Background: an optimization exercise with open tools, aiming at small area, a short achievable clock period and few clock cycles per item. Do not read the settings as production practice.
Function was not checked in any run shown here: the RTL went through the layout flow alone.
Power figures rest on the tool's default switching activity, not on a simulated workload.

## flow/design.v (module list and top-level ports; edited modules follow where they fit)
// module wide_add_seq_yx: 7 lines
// module wide_add_seq_px: 7 lines
// module wide_add_seq_gx: 7 lines
// module wide_add_seq_grp: 12 lines
// module wide_add_seq_cla: 17 lines
// module wide_add_seq_sx: 9 lines
// module wide_add_seq_n00: 8 lines
// module wide_add_seq_n00p: 11 lines
// module wide_add_seq_n01: 8 lines
// module wide_add_seq_n10: 8 lines
// module wide_add_seq_n11: 8 lines
// module wide_add_seq_n11p: 11 lines
// module wide_add_seq: 1775 lines
module wide_add_seq #(
  parameter int DATA_W = wide_add_seq_pkg::DATA_W_DEF,
  parameter int K      = wide_add_seq_pkg::SLICE_W
) (
  input  logic              clk,
  input  logic              reset,
  input  logic              start,
  input  logic              sub,
  input  logic [DATA_W-1:0] a,
  input  logic [DATA_W-1:0] b,
  output logic              busy,
  output logic              done,
  output logic [DATA_W-1:0] s,
  output logic              c_out
);
  // ...
==> flow/flow/run.sh <==
#!/bin/bash
# Own flow: the standard layout, with every port buffered by the
# smallest buffer (sky130_fd_sc_hd__buf_1) instead of the resizer's default,
# and timing repair asked to leave a large setup margin so that it shortens
# the adder's critical path (the clock and constraints are unchanged).
set -euo pipefail
bash standard.sh BUFFER_PORTS_ARGS="-buffer_cell sky130_fd_sc_hd__buf_1" \
  SETUP_SLACK_MARGIN=20 TNS_END_PERCENT=0 finish > standard_flow.log 2>&1
==> flow/standard.sh <==
#!/bin/bash
# synth_recipe.tcl (not shown) runs the flow's synth.tcl, then flattens the netlist and writes it again
# the make line also repeats each setting of config.mk as NAME=value (left out here)
make -C /OpenROAD-flow-scripts/flow DESIGN_CONFIG=/design/flow/config.mk WORK_HOME=/design/flow/orfs CLKGATE_MAP_FILE= SYNTH_SCRIPT=/design/flow/synth_recipe.tcl "${@:-finish}"
==> flow/config.mk <==
export PLATFORM = sky130hd
export DESIGN_NAME = wide_add_seq
export DESIGN_NICKNAME = wide_add_seq
export VERILOG_FILES = /design/flow/design.v
export SDC_FILE = /design/flow/constraint.sdc
export NUM_CORES = 4
export LEC_CHECK = 0
export CAP_MARGIN = 20
export CORE_MARGIN = 2
export CORE_UTILIZATION = 40
export SLEW_MARGIN = 20
export SYNTH_HIERARCHICAL = 1
==> flow/constraint.sdc <==
create_clock -name core_clock -period 28.0 [get_ports {clk}]
set_input_delay 5.6000 -clock core_clock [delete_from_list [all_inputs] [get_ports {clk}]]
set_output_delay 5.6000 -clock core_clock [all_outputs]
set_load 0.01 [all_outputs]
==> flow_metrics.py, run 1 <==
metrics = {
    "layout": {
        "regArea_mm2": 0.00517,
        "area_growth_pct": 58.5,
        "final_cell_mix": "buf_1, xor2_1, xor2_2, nand2_1, inv_1",
        "multiInputGateArea_mm2": 0.0175,
        "layout_commonest_cell": "buf_1",
        "fillers": 4031,
        "seq_share_pct": 16.5,
    },
    "run_status": {
        "outcome": "no timing/DRC/antenna violations",
    },
    "synthesis": {
        "syn-instance-count": 2418,
        "synth_top_area_share_pct": 32.2,
        "synthTopCellsByArea": "xor2_1, dfxtp_1, nand2_1, inv_1, a21oi_2",
        "synth_edf_count": 0,
        "synth_warnings": 7,
        "ys_top_cells_by_count": "xor2_1, nand2_1, inv_1",
        "ys_seq_area_share_pct": 26.2,
        "synthesis.area_mm2": 0.0198,
        "synth_nets": 2934,
    },
    "worst_setup_path": {
        "r2r_start": "done_q",
        "crit_end": "s_q[227]",
        "reg2reg_depth": 1,
        "arrival_ns": 8.76,
        "crit_slowest_cell": "and4_4",
        "r2r_slack_ns": 27.39,
        "crit_type": "primary input to flip-flop",
    },
    "power": {
        "power_leader": "combinational logic",
        "pwr-share-clk_pct": 23.9,
        "p_int_mw": 1.13,
        "cellPowerDensity_mw_per_mm2": 61.0,
    },
    "detailed_routing": {
        "wl_per_cell_um": 20.9,
        "met3_length_um": 6120,
        "postRouteAntennaNets": 0,
    },
    "grt": {
        "grt.met2_usage_pct": 56.4,
        "met1_usage_pct": 35.3,
    },
    "die": {
        "die-height_um": 226,
        "rows": 81,
    },
    "timing": {
        "slew_headroom_pct": 68.0,
        "setup_viol_count_final": 0,
    },
    "placed_design": {
        "gp_congestion": 0.947,
    },
    "clocking": {
        "cts_tree": "built",
        "cts_max_level": 2,
        "clock_latency_ns": 0.53,
        "ctsResizeCount": 456,
        "cts_setup_buffers": 161,
    },
}
==> run 2: changes to the inputs <==
--- a/flow/config.mk
+++ b/flow/config.mk
@@ -8,5 +8,5 @@
 export CAP_MARGIN = 20
 export CORE_MARGIN = 2
-export CORE_UTILIZATION = 40
+export CORE_UTILIZATION = 60
 export SLEW_MARGIN = 20
 export SYNTH_HIERARCHICAL = 1
==> run 2 against run 1 <==
  * The run now fails in I/O pin placement (3_2_place_iop)
  * Area after synthesis unchanged
  * Synthesized cell count is the same
==> flow_metrics.py, run 2 <==
metrics = {
    "run_status": {
        "outcome": "did not finish",
        "last-stage-reached": "I/O pin placement (3_2_place_iop)",
        "error_line": "[ERROR PPL-0024] Number of IO pins (775) exceeds maximum number of available positions (666). Increase the die perimeter from 741.92um to 1054.00um.",
    },
    "synthesis": {
        "ys_async_sr_fraction_pct": 0.388,
        "ys.flop_type": "dfxtp_1",
        "synth_top_area_share_pct": 32.2,
        "synth_warnings": 7,
        "synth_area_per_cell_um2": 8.17,
        "ys_top_cells_by_count": "xor2_1, nand2_1, inv_1",
        "synthTopCellsByArea": "xor2_1, dfxtp_1, nand2_1, inv_1, a21oi_2",
        "ys_ff_latch": 258,
        "synth_nets": 2934,
        "synthesis.area_mm2": 0.0198,
        "ys_seq_area_share_pct": 26.2,
        "synth_edf_count": 0,
        "synth_most_common_cell": "xor2_1",
        "syn-instance-count": 2418,
        "synth_cell_types": 18,
        "synth.largest_area_cell": "xor2_1",
    },
    "die": {
        "rows": 66,
        "floorplan.die.width_um": 185,
        "start_util_pct": 60.9,
        "die-height_um": 185,
    },
}
[run 2: cell counts after synthesis]
Identical to the previous run, type by type.
[run 2: Yosys stat by module, one instance, submodules excluded, a selection]
module | cell area, um^2 | cells inside
wide_add_seq_n00 | 8.76 | 1
wide_add_seq_gx | 3.75 | 1
wide_add_seq_px | 8.76 | 1
wide_add_seq_n11 | 5.00 | 1
wide_add_seq | 5190 | 261
wide_add_seq_n11p | 8.76 | 2
wide_add_seq_n01 | 12.5 | 2
[run 2: kinds of logic after synthesis]
group	synth area share, %
XOR/XNOR	34.0
AND/OR/NAND/NOR	11.0
flip-flops	26.2
AO/OA/AOI/OAI	23.0
buffers and inverters	5.74

[afterwards: timing with drivers on the ports]
In the flow no input, the clock included, has a driving cell. The finished layout below was timed again as built, in two steps.
Step 1 assumes that a clkbuf_16 drives the clock port and a buf_2 every other input.
Step 2 also shifts input and output timing later by t, the mid clock arrival at the registers, as if the neighbouring blocks saw the same clock.
Slacks: ideal / step 1 / step 2; pairs: ideal / step 1.
run: run 1
t (ns): 0.603
slack for setup (ns): 19.695 / 19.622 / 19.018
worst register clock-pin slew, ns: 0.06 / 0.06
cell pins on the clock port's net: 1
After both steps setup and hold are still met in run 1. The setup slack of run 1 moves by -0.073 ns with the drivers and by -0.677 ns with both steps.
